What follows belongs to an exercise in optimizing a design on an open flow for small area, a short achievable clock period and few clock cycles per item; a production flow would make more cautious choices.
The RTL was checked by simulation tests, not by an equivalence proof against the original design.
Power is estimated from default activity; no workload was simulated.

==> inputs of try-indigo <==
Design grid_ray_caster_dda_unit, start of the top module:
module grid_ray_caster_dda_unit #(
   parameter int MAP_DIM = grcd_pkg::MapDimDefault
) (
   input  logic                           clock,
   input  logic                           reset,
   input  logic                           req_valid,
   output logic                           req_ready,
   input  logic                           req_kind,
   input  logic [grcd_pkg::ColW-1:0]      req_column,
   input  logic [grcd_pkg::CellAddrW-1:0] req_cell_addr,
   input  logic                           req_cell_wall,
   output logic                           rsp_valid,
   input  logic                           rsp_ready,
   output logic [grcd_pkg::DistW-1:0]     rsp_perp_dist,
   output logic                           rsp_hit_side,
   output logic [grcd_pkg::HitW-1:0]      rsp_hit_x,
   output logic [grcd_pkg::HitW-1:0]      rsp_hit_y,
   output logic                           rsp_hit_found,
   input  logic                           csr_psel,
   input  logic                           csr_penable,
   input  logic                           csr_pwrite,
   input  logic [grcd_pkg::CsrAddrW-1:0]  csr_paddr,
   input  logic [grcd_pkg::CsrDataW-1:0]  csr_pwdata,
   output logic [grcd_pkg::CsrDataW-1:0]  csr_prdata,
   output logic                           csr_pready
);
   localparam int DW       = grcd_pkg::CsrDataW;
   localparam int MapCells = MAP_DIM * MAP_DIM;
   localparam int AddrW    = $clog2(MapCells);
   grcd_pkg::cfg_type cfg_ff, cfg_in;
   logic              csr_wr;
   logic [2:0]        csr_idx;
   logic [DW-1:0]     rdata_in;
   assign csr_pready = 1'b1;
   assign csr_wr     = csr_psel & csr_penable & csr_pwrite;
   assign csr_idx    = csr_paddr[4:2];
   always_comb begin
      cfg_in = cfg_ff;
      if (csr_wr) begin
         unique case (csr_idx)
            grcd_pkg::REG_POS_X:    cfg_in.pos_x   = csr_pwdata[grcd_pkg::PosW-1:0];
            grcd_pkg::REG_POS_Y:    cfg_in.pos_y   = csr_pwdata[grcd_pkg::PosW-1:0];
            grcd_pkg::REG_DIR_X:    cfg_in.dir_x   = $signed(csr_pwdata[grcd_pkg::VecW-1:0]);
            grcd_pkg::REG_DIR_Y:    cfg_in.dir_y   = $signed(csr_pwdata[grcd_pkg::VecW-1:0]);
            grcd_pkg::REG_PLANE_X:  cfg_in.plane_x = $signed(csr_pwdata[grcd_pkg::VecW-1:0]);
            grcd_pkg::REG_PLANE_Y:  cfg_in.plane_y = $signed(csr_pwdata[grcd_pkg::VecW-1:0]);
  ...
clock: 10.0 ns
lec_check: 0
abc_area: 1
cap_margin: 20
core_margin: 2
core_utilization: 55
setup_slack_margin: 4
slew_margin: 20
tns_end_percent: 100
run.sh (not shown) runs the stock make flow with config.mk's settings and CLKGATE_MAP_FILE= SYNTH_SCRIPT=/design/flow/synth_recipe.tcl, a recipe that flattens the netlist after the stock synthesis.
==> inputs of try-onyx, as changes to try-indigo <==
- CORE_UTILIZATION: 55 -> 40
==> notes <==
try-onyx produced a clean layout. try-indigo ran to the end with no violations. In try-indigo the final area is smaller than in try-onyx, by about 2.4%. Against try-indigo, the power of try-onyx is larger by about 2.2%. In synthesized cell count, try-indigo and try-onyx do not differ. Against try-indigo, the worst hold slack of try-onyx is worse by 9.7 ps. Combinational power: try-onyx is larger than try-indigo (about 9%). Clock power is about the same in try-onyx and try-indigo. Of try-indigo and try-onyx, try-indigo has the higher first-iteration DRC count (gap about 12%, measured against try-onyx). Between try-indigo and try-onyx, the lower via count is in try-indigo (gap 0.35%, measured against try-onyx).
==> figures <==
	try-indigo	try-onyx
Run status	complete, no violations	complete, no violations
Power drawn by the clock network	11.5 mW	11.3 mW
Cell total after placement	22765	24240
Area overhead of the layout relative to synthesis	20.5%	23.4%
Vias per inst	6.05	5.66
Total internal power	23.2 mW	23.5 mW
Util after Layout	66.6%	49.5%
Switching Fraction	32.9%	33.3%
Area of the multi-input gates	87200 um2	88000 um2
Number of clock buffers in the layout	384	420
Highest clock rate	0.145 GHz	0.141 GHz
Period utilisation layout	68.8%	71.0%
Termination of the worst setup path	u_dp.c2_rsx[27]	u_dp.c2_rsx[12]
P_leak	78.8 nW	80.0 nW
Maximum number of pins on one net before global-route repair	243	266
Share of final layout cell area taken by non-clock buffers	6.89%	7.81%
Clock Skews	91.1 ps	111 ps
NetSw	11.3 mW	11.7 mW
Testbench counts of try-indigo, summed over its fixed seeds: cycles 17,930, casts 1,536.
Testbench counts of try-onyx, summed over its fixed seeds: cycles 17,930, casts 1,536.

[static timing again, ports no longer ideal]
The flow's constraints put no driver on any port. The routed layouts listed below were extracted and timed again, unchanged, in two steps.
Step 1 assumes that a clkbuf_16 drives the clock port and a buf_2 every other input.
Step 2 adds t to the input delays and takes it off the output delays; t is the mean of the earliest and latest rising clock arrival at the registers after step 1. Input paths then give back, and output paths get back, about the clock's delay inside the block.
Slacks: no drivers / after step 1 / after step 2; pairs: no drivers / after step 1.
| run | shift t [ns] | setup slack, ns | cell pins on the clock port's net |
|---|---|---|---|
| try-indigo | 1.024 | 3.124 / 3.124 / 3.124 | 1 |
| try-onyx | 1.067 | 2.904 / 2.904 / 2.904 | 1 |
After both steps every run listed still meets setup and hold.
